This design comes from an exercise in tuning for small area on the open sky130 flow, not from production work. Where RTL was checked, it was by simulation tests only, not by an equivalence proof against the original. No functional check of the RTL was part of run 2. Power figures rest on the tool's default switching activity, not on a simulated workload.

<file path="design/flow/config.mk">
export PLATFORM = sky130hd
export DESIGN_NAME = mcpu_ram_loader
export DESIGN_NICKNAME = mcpu_ram_loader
export VERILOG_FILES = /design/flow/design.v
export SDC_FILE = /design/flow/constraint.sdc
export NUM_CORES = 4
export LEC_CHECK = 0
export CAP_MARGIN = 20
export CORE_MARGIN = 2
export CORE_UTILIZATION = 40
export SLEW_MARGIN = 20
</file>
<file path="design/flow/constraint.sdc">
create_clock -name core_clock -period 10.0 [get_ports {clk}]
set_input_delay 2.0000 -clock core_clock [delete_from_list [all_inputs] [get_ports {clk}]]
set_output_delay 2.0000 -clock core_clock [all_outputs]
set_load 0.01 [all_outputs]
</file>
<file path="design/flow/design.v">
module mcpu_ram_loader #(
    parameter int WORD_SIZE  = 8,
    parameter int ADDR_WIDTH = 8,
    parameter int LOAD_LEN   = 1 << ADDR_WIDTH
) (
    input  logic                  clk,
    input  logic                  reset,
    input  logic                  start,
    input  logic                  s_valid,
    input  logic [WORD_SIZE-1:0]  s_data,
    output logic                  s_ready,
    output logic                  we,
    output logic [WORD_SIZE-1:0]  datawr,
    output logic                  re,
    output logic [ADDR_WIDTH-1:0] addr,
    input  logic [WORD_SIZE-1:0]  datard,
    output logic [ADDR_WIDTH-1:0] instraddr,
    input  logic [WORD_SIZE-1:0]  instrrd,
    output logic                  busy,
    output logic                  done,
    output logic                  error,
    output logic [ADDR_WIDTH:0]   err_count,
    output logic [ADDR_WIDTH-1:0] first_err_addr
);
    typedef enum logic [2:0] {
        IDLE,
        LOAD_WAIT,
        WRITE,
        SETTLE,
        VERIFY,
        DONE
    } state_t;
    localparam int NR = 85;                  
    state_t                state, next_state;
    logic [ADDR_WIDTH-1:0] idx;
    logic [WORD_SIZE-1:0]  wr_data;          
    logic [WORD_SIZE-1:0]  wb;               
    logic                  pend, bpend;      
    logic [1:0]            u;                
    logic                  sh, hd;           
    logic                  use_wb;           
    logic [1:0]            rsl;              
    logic [WORD_SIZE-1:0]  ring [NR][3];
    logic [WORD_SIZE-1:0]  din, ref_word;
    logic                  mismatch;
    logic                  accept, last_word;
    assign accept    = (state == LOAD_WAIT) && s_valid;
    assign last_word = (idx == ADDR_WIDTH'(LOAD_LEN - 1));
    assign din       = use_wb ? wb : wr_data;
    always_comb begin
        case (rsl)
            2'd0:    ref_word = ring[NR-1][0];
            2'd1:    ref_word = ring[NR-1][1];
            default: ref_word = ring[NR-1][2];
        endcase
        if (last_word) ref_word = wr_data;
    end
    assign mismatch = (datard != ref_word) || (instrrd != ref_word);
    for (genvar i = 0; i < NR; i++) begin : g_ring
        logic [WORD_SIZE-1:0] prev;
        if (i == 0) begin : g_first
            assign prev = din;
        end else begin : g_next
            assign prev = ring[i-1][2];
        end
        always_ff @(posedge clk) begin
            ring[i][0] <= ({WORD_SIZE{sh}} & prev) | ({WORD_SIZE{hd}} & ring[i][2]);
            ring[i][1] <= ring[i][0];
            ring[i][2] <= ring[i][1];
        end
    end
    logic       ins_wb, ins_wr;
    logic       pend_n, bpend_n, sh_n;
    logic [1:0] u_n;
    always_comb begin
        ins_wb  = sh && bpend;
        ins_wr  = sh && !bpend && pend;
        u_n     = sh ? u : ((u == 2'd2) ? 2'd0 : u + 2'd1);
        pend_n  = pend && !ins_wr;
        bpend_n = bpend && !ins_wb;
        if (accept) begin
            if (pend_n) bpend_n = 1'b1;
            pend_n = !last_word;
        end
        sh_n = (u_n == 2'd0) && (pend_n || bpend_n || next_state == VERIFY);
    end
    always_ff @(posedge clk or posedge reset) begin
        if (reset) begin
            u      <= '0;
            pend   <= 1'b0;
            bpend  <= 1'b0;
            sh     <= 1'b0;
            hd     <= 1'b1;
            use_wb <= 1'b0;
            rsl    <= '0;
        end else begin
            u      <= u_n;
            pend   <= pend_n;
            bpend  <= bpend_n;
            sh     <= sh_n;
            hd     <= !sh_n;
            use_wb <= bpend_n;
            if (state == SETTLE) rsl <= (u_n == 2'd0) ? 2'd2 : u_n - 2'd1;
        end
    end
    always_ff @(posedge clk) begin
        if (accept) wr_data <= s_data;
        if (accept && pend && !ins_wr) wb <= wr_data;
    end
    always_ff @(posedge clk or posedge reset) begin
        if (reset) state <= IDLE;
        else       state <= next_state;
    end
    always_ff @(posedge clk or posedge reset) begin
        if (reset) begin
            idx            <= '0;
            err_count      <= '0;
            first_err_addr <= '0;
        end else begin
            case (state)
                IDLE, DONE: begin
                    if (start) begin
                        err_count      <= '0;
                        first_err_addr <= '0;
                    end
                end
                WRITE:     idx <= idx + 1'b1;
                VERIFY: begin
                    if (mismatch) begin
                        err_count <= err_count + 1'b1;
                        if (err_count == '0) first_err_addr <= idx;
                    end
                    idx <= idx + 1'b1;
                end
                default: ;
            endcase
        end
    end
    always_comb begin
        next_state = state;
        s_ready    = 1'b0;
        we         = 1'b0;
        re         = 1'b0;
        datawr     = '0;
        addr       = '0;
        instraddr  = '0;
        busy       = 1'b0;
        done       = 1'b0;
        error      = 1'b0;
        case (state)
            IDLE: if (start) next_state = LOAD_WAIT;
            LOAD_WAIT: begin
                s_ready = 1'b1;
                busy    = 1'b1;
                if (s_valid) next_state = WRITE;
            end
            WRITE: begin
                we         = 1'b1;
                datawr     = wr_data;
                addr       = idx;
                busy       = 1'b1;
                next_state = last_word ? SETTLE : LOAD_WAIT;
            end
            SETTLE: begin
                busy       = 1'b1;
                next_state = VERIFY;
            end
            VERIFY: begin
                re        = 1'b1;
                addr      = idx;
                instraddr = idx;
                busy      = 1'b1;
                if (last_word) next_state = DONE;
            end
            DONE: begin
                done  = 1'b1;
                error = (err_count != '0);
                if (start) next_state = LOAD_WAIT;
            end
            default: next_state = IDLE;
        endcase
    end
endmodule
</file>
<file path="design/flow/run.sh">
#!/bin/bash
# synth_recipe.tcl (not shown) runs the flow's synth.tcl, then flattens the netlist and writes it again
# the make line also repeats each setting of config.mk as NAME=value (left out here)
make -C /OpenROAD-flow-scripts/flow DESIGN_CONFIG=/design/flow/config.mk WORK_HOME=/design/flow/orfs CLKGATE_MAP_FILE= SYNTH_SCRIPT=/design/flow/synth_recipe.tcl finish
</file>
==> results of run 1 <==
==> flip-flops by register name, indices dropped and copies added (netlist names) <==
| name | flops |
|---|---|
| err_count | 9 |
| first_err_addr | 8 |
| hd | 1 |
| idx | 8 |
| pend | 1 |
| ring | 2040 |
| rsl | 2 |
| sh | 1 |
| state | 3 |
| u | 2 |
| use_wb | 1 |
| wb | 8 |
| wr_data | 8 |
==> critical path, cell delays in order (launching register included) <==
cell and delay [ns]:
dfrtp_1 0.58, or3b_1 0.46, inv_1 0.42, nor2_1 0.28, nor2b_1 0.29, clkdlybuf4s50_1 0.60
==> stage by stage <==
| step | power, W | hold WS [ns] | cells |
|---|---|---|---|
| 2_1_floorplan | 0.00992 | 0.310 | 3196 |
| 3_3_place_gp | 0.0103 | 0.310 | 4772 |
| 3_5_place_dp | 0.0103 | 0.312 | 4772 |
| 4_1_cts | 0.0176 | 0.294 | 5114 |
| 5_1_grt | 0.0181 | 0.304 | 5114 |
| 6_report | 0.0173 | 0.294 | 5114 |
==> area by class of cell <==
type,count,area (um^2)
multi-input combinational,925,7580
timing repair buffer,91,906
clock inverter,67,805
tap,1650,2060
fill,10700,66200
inverter,14,52.6
sequential,2092,42200
clock buffer,275,5600
==> power by group <==
group          leakage (nW)  internal, W  total [W]  switching [W]
Combinational          3.22     0.000312    0.00118       0.000865
Clock                  3.17      0.00423    0.00718        0.00295
Sequential             17.1      0.00873    0.00897       0.000248
Total                  23.5       0.0133     0.0173        0.00406
==> cells in the mapped netlist, drive strengths merged (3+ instances only) <==
master / number
clkbuf: 155
and2: 19
nor2b: 13
nand4: 4
nand2: 34
nand3: 8
nand3b: 3
dfrtp: 35
o21ai: 33
a22o: 672
edfxtp: 16
xnor2: 8
nand2b: 3
nor3: 6
a21oi: 11
dfxtp: 2040
mux2i: 17
o2111ai: 3
ha: 5
nor2: 18
inv: 14
a211oi: 3
mux2: 12
buf: 10
or3: 4
a32oi: 3
o211ai: 5
a31oi: 4
and3: 8
o31ai: 6
==> metal layers <==
layer | part of all wire | global-route usage | vias to the layer above
li1 | - | - | 11400
met1 | 0.53 | 0.164 | 11200
met2 | 0.40 | 0.157 | 319
met3 | 0.038 | 0.0272 | 150
met4 | 0.024 | 0.0451 | 2
met5 | 0.00018 | 0 | -
==> worst max path at each step <==
stage,from,endpoint,slack [ns],cells past startpoint
2_1_floorplan,datard[0],first_err_addr[0],6.16,6
3_3_place_gp,datard[1],first_err_addr[7],5.31,10
3_5_place_dp,datard[0],first_err_addr[7],5.35,8
4_1_cts,state[2],addr[2],4.50,5
5_1_grt,state[2],addr[2],4.32,5
6_report,state[2],addr[2],4.61,5
==> logic make-up after synthesis <==
family / after synthesis
AND/OR/NAND/NOR: 130
buffers and inverters: 179
multiplexers: 29
AO/OA/AOI/OAI: 752
XOR/XNOR: 9
flip-flops: 2092
adder cells (fa/ha/maj): 5
==> summary.md, run 1 <==
| Metric | Value |
|---|---|
| Status | `timing/DRC/antenna clean` |
| Post-synth top area share | `0.809` |
| Warnings from Yosys | `2` |
| Max VDD drop | `0.000231 V` |
| Vias per cell | `about 4.5` |
| Synthesized Nets | `3229` |
| Mapped Cells | `about 3200` |
| Mux cell area share after synthesis | `0.00664` |
| Area contributors post-synth | `dfxtp_1, a22o_1, dfrtp_1` |
| Commonest non-fill, non-tap cell in the layout | `dfxtp_1` |
| R2r startpoint | `idx[0]` |
| Clock Skews | `0.0335 ns` |
| First-pass GRT wire length | `121000 um` |
| Yosys cell types | `57` |
| Clk pin slew, worst setup/hold paths | `approximately 0.060 ns` |
| Area post-placement | `52800 um^2` |
| Post CTS Setup Buffer Count | `0` |
| Finished Core Util | `0.472` |
| Number of synthesized flops with an enable pin | `16` |
| R2r setup slk | `6.25 ns` |
| Hold Crit Class | `flip-flop to flip-flop` |
| Simple-gate share of the synthesized area | `0.0138` |
| Die width | `359 um` |
| Starting density of the core | `0.403` |
| Period utilisation layout | `0.539` |
| CTS tree | `done` |
| Grt total ovfl | `0` |
| Yosys top cell by area | `dfxtp_1` |
| Total track usage | `0.112` |
| Final #Nets | `3344` |
| Post-DRT Antenna Nets | `0` |
| Clock sinks | `2092` |
| Row count | `130` |
| Drt total wl | `72400 um` |
| CTS Hold Buffers Added | `0` |
| DR iter-0 viols | `1300` |
| Die Y | `~360 um` |
| Critical Setup Path Class | `flip-flop to output pin` |
| Pre-CTS WS | `5.35 ns` |
| H-tree depth | `4` |
| CP endpoint kind | `output pin` |
| FF+latch count, synth | `2092` |
| Post-Synth Adder-Cell Area | `0.00124` |
| CTS Buf Count | `187` |
| Max Slew Vio Count | `0` |
| Tmin final | `5.39 ns` |
| # IOs | `75` |
| Largest family of logic cells by synthesized area | `compound AO/OA/AOI/OAI gates` |
| RePlAce Congestion | `just under 0.8` |
| CTS resizes | `0` |
| Startpoint types | `flip-flop` |
| Vias in the first global route | `23400` |
| Most frequent cells in the layout | `dfxtp_1, a22o_1, clkbuf_16` |
| RSZ-0062 raised after global routing | `false` |
| Detailed Place HPWL | `36100 um` |
| Worst-Skew Late Latency | `0.75 ns` |
| Clock buffer depth | `3` |
| Worst r2r path cells | `10` |
| Synth Area in XOR/XNOR | `0.00156` |
| Endpoints failing hold | `0` |
| # port buffers | `between 70 and 80` |
| Register area share after synthesis | `0.836` |
| Area delta synth->final | `17.3%` |
| Setup violations, final | `0` |
| Layout cell share with drive strength beyond 1 | `0.0984` |
| Max Cap Viol | `0` |
| Ys async rst share | `0.0172` |
| Leakage | `23.5 nW` |
| Max FO, Critical Path | `16` |
| Mean routed wirelength per cell | `14.2 um` |
| Drt drc | `0` |
| Cell Area, Synth | `between 50000 and 60000 um^2` |
| Core Region | `125000 um^2` |
| Setup WS post-layout | `4.61 ns` |
| Hold path start | `ring[37][3]` |
| CTS root buffer | `clkbuf_16` |
| Mean post-synth cell area | `15.8 um^2` |
| Worst r2r dst | `first_err_addr[0]` |
| Final instance area | `59200 um^2` |
| Worst hold stages | `0` |
| Max Fclk | `0.186 GHz` |
| Total number of vias | `23100` |
| Hold Path Sink | `ring[38][3]` |
| Worst EP arrival | `between 3 and 4 ns` |
| Worst-margin pin slew | `1.22 ns` |
| Initial antenna violation count | `1` |
| Number of antenna diodes | `0` |
| DRT Pass-1 Iters | `5` |
| Rel. slew slack | `0.190` |
| CP required | `8.00 ns` |
| PD cells | `293 nW/um^2` |
| Total die area | `129000 um^2` |
| Setup TNS Final | `0 ns` |
| Most common flop cell mapped by yosys | `dfxtp_1` |
| Synth Area in Compound Gates | `0.127` |
| Largest net degree at the start of global routing | `between 200 and 250` |
==> run 2: changes to the inputs <==
==> design/flow/design.v (replaced) <==
module mcpu_ram_loader #(
    parameter int WORD_SIZE  = 8,
    parameter int ADDR_WIDTH = 8,
    parameter int LOAD_LEN   = 1 << ADDR_WIDTH
) (
    input  logic                  clk,
    input  logic                  reset,
    input  logic                  start,
    input  logic                  s_valid,
    input  logic [WORD_SIZE-1:0]  s_data,
    output logic                  s_ready,
    output logic                  we,
    output logic [WORD_SIZE-1:0]  datawr,
    output logic                  re,
    output logic [ADDR_WIDTH-1:0] addr,
    input  logic [WORD_SIZE-1:0]  datard,
    output logic [ADDR_WIDTH-1:0] instraddr,
    input  logic [WORD_SIZE-1:0]  instrrd,
    output logic                  busy,
    output logic                  done,
    output logic                  error,
    output logic [ADDR_WIDTH:0]   err_count,
    output logic [ADDR_WIDTH-1:0] first_err_addr
);
    typedef enum logic [2:0] {
        IDLE,
        LOAD_WAIT,
        WRITE,
        SETTLE,
        VERIFY,
        DONE
    } state_t;
    localparam logic [ADDR_WIDTH:0] LAST_IDX = (ADDR_WIDTH+1)'(LOAD_LEN - 1);
    localparam int SH_W = (LOAD_LEN > 1) ? $clog2(LOAD_LEN) : 1;
    state_t                state, next_state;
    logic [ADDR_WIDTH:0]   idx;
    logic [ADDR_WIDTH-1:0] idx_lo;
    logic [SH_W-1:0]       sh_idx;
    logic [WORD_SIZE-1:0]  wr_data;
    logic [WORD_SIZE-1:0]  shadow [2**SH_W];
    logic                  mismatch;
    assign idx_lo   = idx[ADDR_WIDTH-1:0];
    assign sh_idx   = idx[SH_W-1:0];
    assign mismatch = (datard != shadow[sh_idx]) || (instrrd != shadow[sh_idx]);
    always_ff @(posedge clk or posedge reset) begin
        if (reset) state <= IDLE;
        else       state <= next_state;
    end
    always_ff @(posedge clk or posedge reset) begin
        if (reset) begin
            idx            <= '0;
            wr_data        <= '0;
            err_count      <= '0;
            first_err_addr <= '0;
        end else begin
            case (state)
                IDLE, DONE: begin
                    if (start) begin
                        idx            <= '0;
                        err_count      <= '0;
                        first_err_addr <= '0;
                    end
                end
                LOAD_WAIT: if (s_valid) wr_data <= s_data;
                WRITE:     idx <= idx + 1'b1;
                SETTLE:    idx <= '0;
                VERIFY: begin
                    if (mismatch) begin
                        err_count <= err_count + 1'b1;
                        if (err_count == '0) first_err_addr <= idx_lo;
                    end
                    idx <= idx + 1'b1;
                end
                default: ;
            endcase
        end
    end
    always_ff @(posedge clk) begin
        if (state == WRITE) shadow[sh_idx] <= wr_data;
    end
    always_comb begin
        next_state = state;
        s_ready    = 1'b0;
        we         = 1'b0;
        re         = 1'b0;
        datawr     = '0;
        addr       = '0;
        instraddr  = '0;
        busy       = 1'b0;
        done       = 1'b0;
        error      = 1'b0;
        case (state)
            IDLE: if (start) next_state = LOAD_WAIT;
            LOAD_WAIT: begin
                s_ready = 1'b1;
                busy    = 1'b1;
                if (s_valid) next_state = WRITE;
            end
            WRITE: begin
                we         = 1'b1;
                datawr     = wr_data;
                addr       = idx_lo;
                busy       = 1'b1;
                next_state = (idx == LAST_IDX) ? SETTLE : LOAD_WAIT;
            end
            SETTLE: begin
                busy       = 1'b1;
                next_state = VERIFY;
            end
            VERIFY: begin
                re        = 1'b1;
                addr      = idx_lo;
                instraddr = idx_lo;
                busy      = 1'b1;
                if (idx == LAST_IDX) next_state = DONE;
            end
            DONE: begin
                done  = 1'b1;
                error = (err_count != '0);
                if (start) next_state = LOAD_WAIT;
            end
            default: next_state = IDLE;
        endcase
    end
endmodule
==> run 2 against run 1 <==
Still clean; worst hold slack better by 0.20 ns; setup slack worse by 0.87 ns; die area is 63% higher; global-route usage is 11 points higher; sequential power is 26% higher; total power is 38% higher; clock power is 5.6% higher; critical path type unchanged; highest routed layer unchanged.
==> summary.md, run 2 <==
| Metric | Value |
|---|---|
| Status | `timing/DRC/antenna clean` |
| Footprint of the multi-input gates | `around 18000 um^2` |
| Storage element area | `62500 um^2` |
| Die width | `458 um` |
| Mean post-synth cell area | `roughly 20 um^2` |
| Clock Skews | `around 0.040 ns` |
| Max Slew Vio Count | `0` |
| Number of antenna diodes | `0` |
| Post CTS Setup Buffer Count | `0` |
| Vias per cell | `6.03` |
| Starting density of the core | `0.403` |
| Yosys top cell by area | `edfxtp_1` |
| Most common flop cell mapped by yosys | `edfxtp_1` |
| Hold Crit Class | `flip-flop to flip-flop` |
| Most frequent cells in the layout | `edfxtp_1, mux4_2, nor2_1` |
| CP required | `8.00 ns` |
| Worst-Skew Late Latency | `roughly 0.85 ns` |
| Biggest register | `shadow` |
| PD cells | `258 nW/um^2` |
| DRT Pass-1 Iters | `6` |
| Setup violations, final | `0` |
| Clock sinks | `approximately 2100` |
| Period utilisation layout | `0.626` |
| Critical Setup Path Class | `flip-flop to output pin` |
| Fillers | `17300` |
| Endpoints failing hold | `0` |
| # port buffers | `74` |
| CTS root buffer | `clkbuf_16` |
| Largest net degree at the start of global routing | `about 180` |
| Worst-margin pin slew | `1.30 ns` |
| Drt total wl | `233000 um` |
| First-pass GRT wire length | `between 300000 and 400000 um` |
| Top Registers | `shadow: 2048 flops, err_count: 9 flops, idx: 9 flops` |
| CTS Buf Count | `206` |
| CP endpoint kind | `output pin` |
| Startpoint types | `flip-flop` |
| Vias in the first global route | `~42000` |
| RSZ-0062 raised after global routing | `false` |
| Synth top cells by count | `edfxtp_1, mux4_2, nor2_1, mux2i_1, nand2_1` |
| Yosys cell types | `75` |
| Area delta synth->final | `12.2%` |
| RePlAce Congestion | `0.873` |
| Total Power | `between 0.02 and 0.025 W` |
| Largest register FFs | `2048` |
| Rel. slew slack | `0.134` |
| Number of synthesized flops with an enable pin | `2048` |
| Drt drc | `0` |
| Die Y | `roughly 460 um` |
| Max VDD drop | `approximately 0.00019 V` |
| Max FO, Critical Path | `15` |
| Max Cap Viol | `0` |
| Clk pin slew, worst setup/hold paths | `around 0.060 ns` |
| Register area share after synthesis | `0.757` |
| Finished Core Util | `0.452` |
| # IOs | `75` |
| FF+latch count, synth | `2085` |
| Area contributors post-synth | `edfxtp_1, mux4_2, mux2i_1` |
| Post-synth top area share | `0.745` |
| CTS Hold Buffers Added | `0` |
| Total die area | `between 200000 and 250000 um^2` |
| H-tree depth | `4` |
| CTS tree | `done` |
| Layout cell share with drive strength beyond 1 | `0.195` |
| Mean routed wirelength per cell | `32.5 um` |
| Total track usage | `0.220` |
| Synthesized Nets | `4239` |
| Ys async rst share | `0.0177` |
| Cell Area, Synth | `82500 um^2` |
| Total number of vias | `43300` |
| Warnings from Yosys | `1` |
| CTS resizes | `0` |
| Leakage | `about 28 nW` |
| Post-DRT Antenna Nets | `0` |
| Commonest non-fill, non-tap cell in the layout | `edfxtp_1` |
| Final #Nets | `between 4000 and 5000` |
| Mapped Cells | `roughly 4200` |
| Setup TNS Final | `0 ns` |
| Tmin final | `6.26 ns` |
| Max Fclk | `0.160 GHz` |
| Initial antenna violation count | `12` |
| Worst EP arrival | `4.26 ns` |
| Core Region | `205000 um^2` |
| Row count | `166` |
| Clock buffer depth | `3` |
| Grt total ovfl | `0` |
| Detailed Place HPWL | `141000 um` |
| DR iter-0 viols | `6054` |
| Count leader, synth | `edfxtp_1` |
-- run 2: changes by cell type after synthesis, sizes merged, moves of 142 or more --
| cell | before | now |
|---|---|---|
| a22o | 672 | 15 |
| buf | 10 | 152 |
| dfxtp | 2040 | 0 |
| edfxtp | 16 | 2048 |
| mux2i | 17 | 256 |
| mux4 | 0 | 402 |
| nand2 | 34 | 195 |
| nor2 | 18 | 314 |
-- run 2: worst max-delay path: stages, from the launching register on --
cell,delay (ns)
dfrtp_1,0.49
nor2b_1,0.21
nand2b_1,0.82
inv_1,0.59
or2_2,0.59
and2_1,0.21
clkdlybuf4s50_1,0.50
-- run 2: logic make-up after synthesis --
group / synth area share
buffers and inverters: 0.0213
XOR/XNOR: 0.000106
flip-flops: 0.757
adder cells (fa/ha/maj): 0.00106
AO/OA/AOI/OAI: 0.0407
multiplexers: 0.143
AND/OR/NAND/NOR: 0.0372
-- run 2: power breakdown --
group | switching (W) | internal [W] | leakage (nW)
clock network | 0.00334 | 0.00424 | 3.23
logic | 0.00336 | 0.00165 | 5.96
registers | 0.000296 | 0.0110 | 18.9
-- run 2: final timing paths --
check                          from  slack (ns)  depth (start not counted)            to
max                        state[2]        3.74                          6       addr[4]
min                          idx[8]        0.49                          2        idx[8]
min in group asynchronous     reset        1.64                          2        idx[8]
max reg2reg                  idx[0]        3.78                         12  err_count[3]
min reg2reg                  idx[8]        0.49                          2        idx[8]
max in group asynchronous     reset        7.76                          2    wr_data[2]
-- run 2: layout make-up --
cell class,count,share of cell area
Timing Repair Buffer,172,0.0178
Clock inverter,129,0.0126
Inverter,13,0.000568
Multi-Input combinational cell,1837,0.199
Clock buffer,256,0.0586
Sequential cell,2085,0.675
Tap cell,2688,0.0363
-- run 2: layer usage --
metal | GRT usage | share of wire
met1 | 0.315 | 0.41
met2 | 0.332 | 0.46
met3 | 0.0472 | 0.097
met4 | 0.0791 | 0.038
met5 | 0 | 0.00030
-- run 2: stage by stage --
step,setup slack (ns),hold WS (ns),cell area [um^2],cells
finish,3.74,0.494,92600,7180
global route,3.53,0.530,92600,7180
CTS,3.75,0.501,92500,7177
detailed placement,3.88,0.486,85900,6792
global placement,3.86,0.462,85900,6792
floorplan,4.35,0.450,82500,4204

## static timing again, ports no longer ideal
The flow's constraints put no driver on any port. The routed layouts listed below were extracted and timed again, unchanged, in two steps.
Step 1 assumes that a clkbuf_16 drives the clock port and a buf_2 every other input.
Step 2, shift: input delay + t, output delay - t, t = (earliest + latest rising clock arrival at the registers) / 2. This alone moves slack from input paths to output paths.
Slacks: ideal / step 1 / step 2; pairs: ideal / step 1.
run | t (ns) | slack for setup (ns) | hold slack, ns
run 1 | 0.800 | 4.614 / 4.550 / 5.326 | 0.294 / 0.294 / 0.294
run 2 | 0.921 | 3.743 / 3.652 / 3.781 | 0.494 / 0.494 / 0.494
After both steps setup and hold are still met in every run listed.
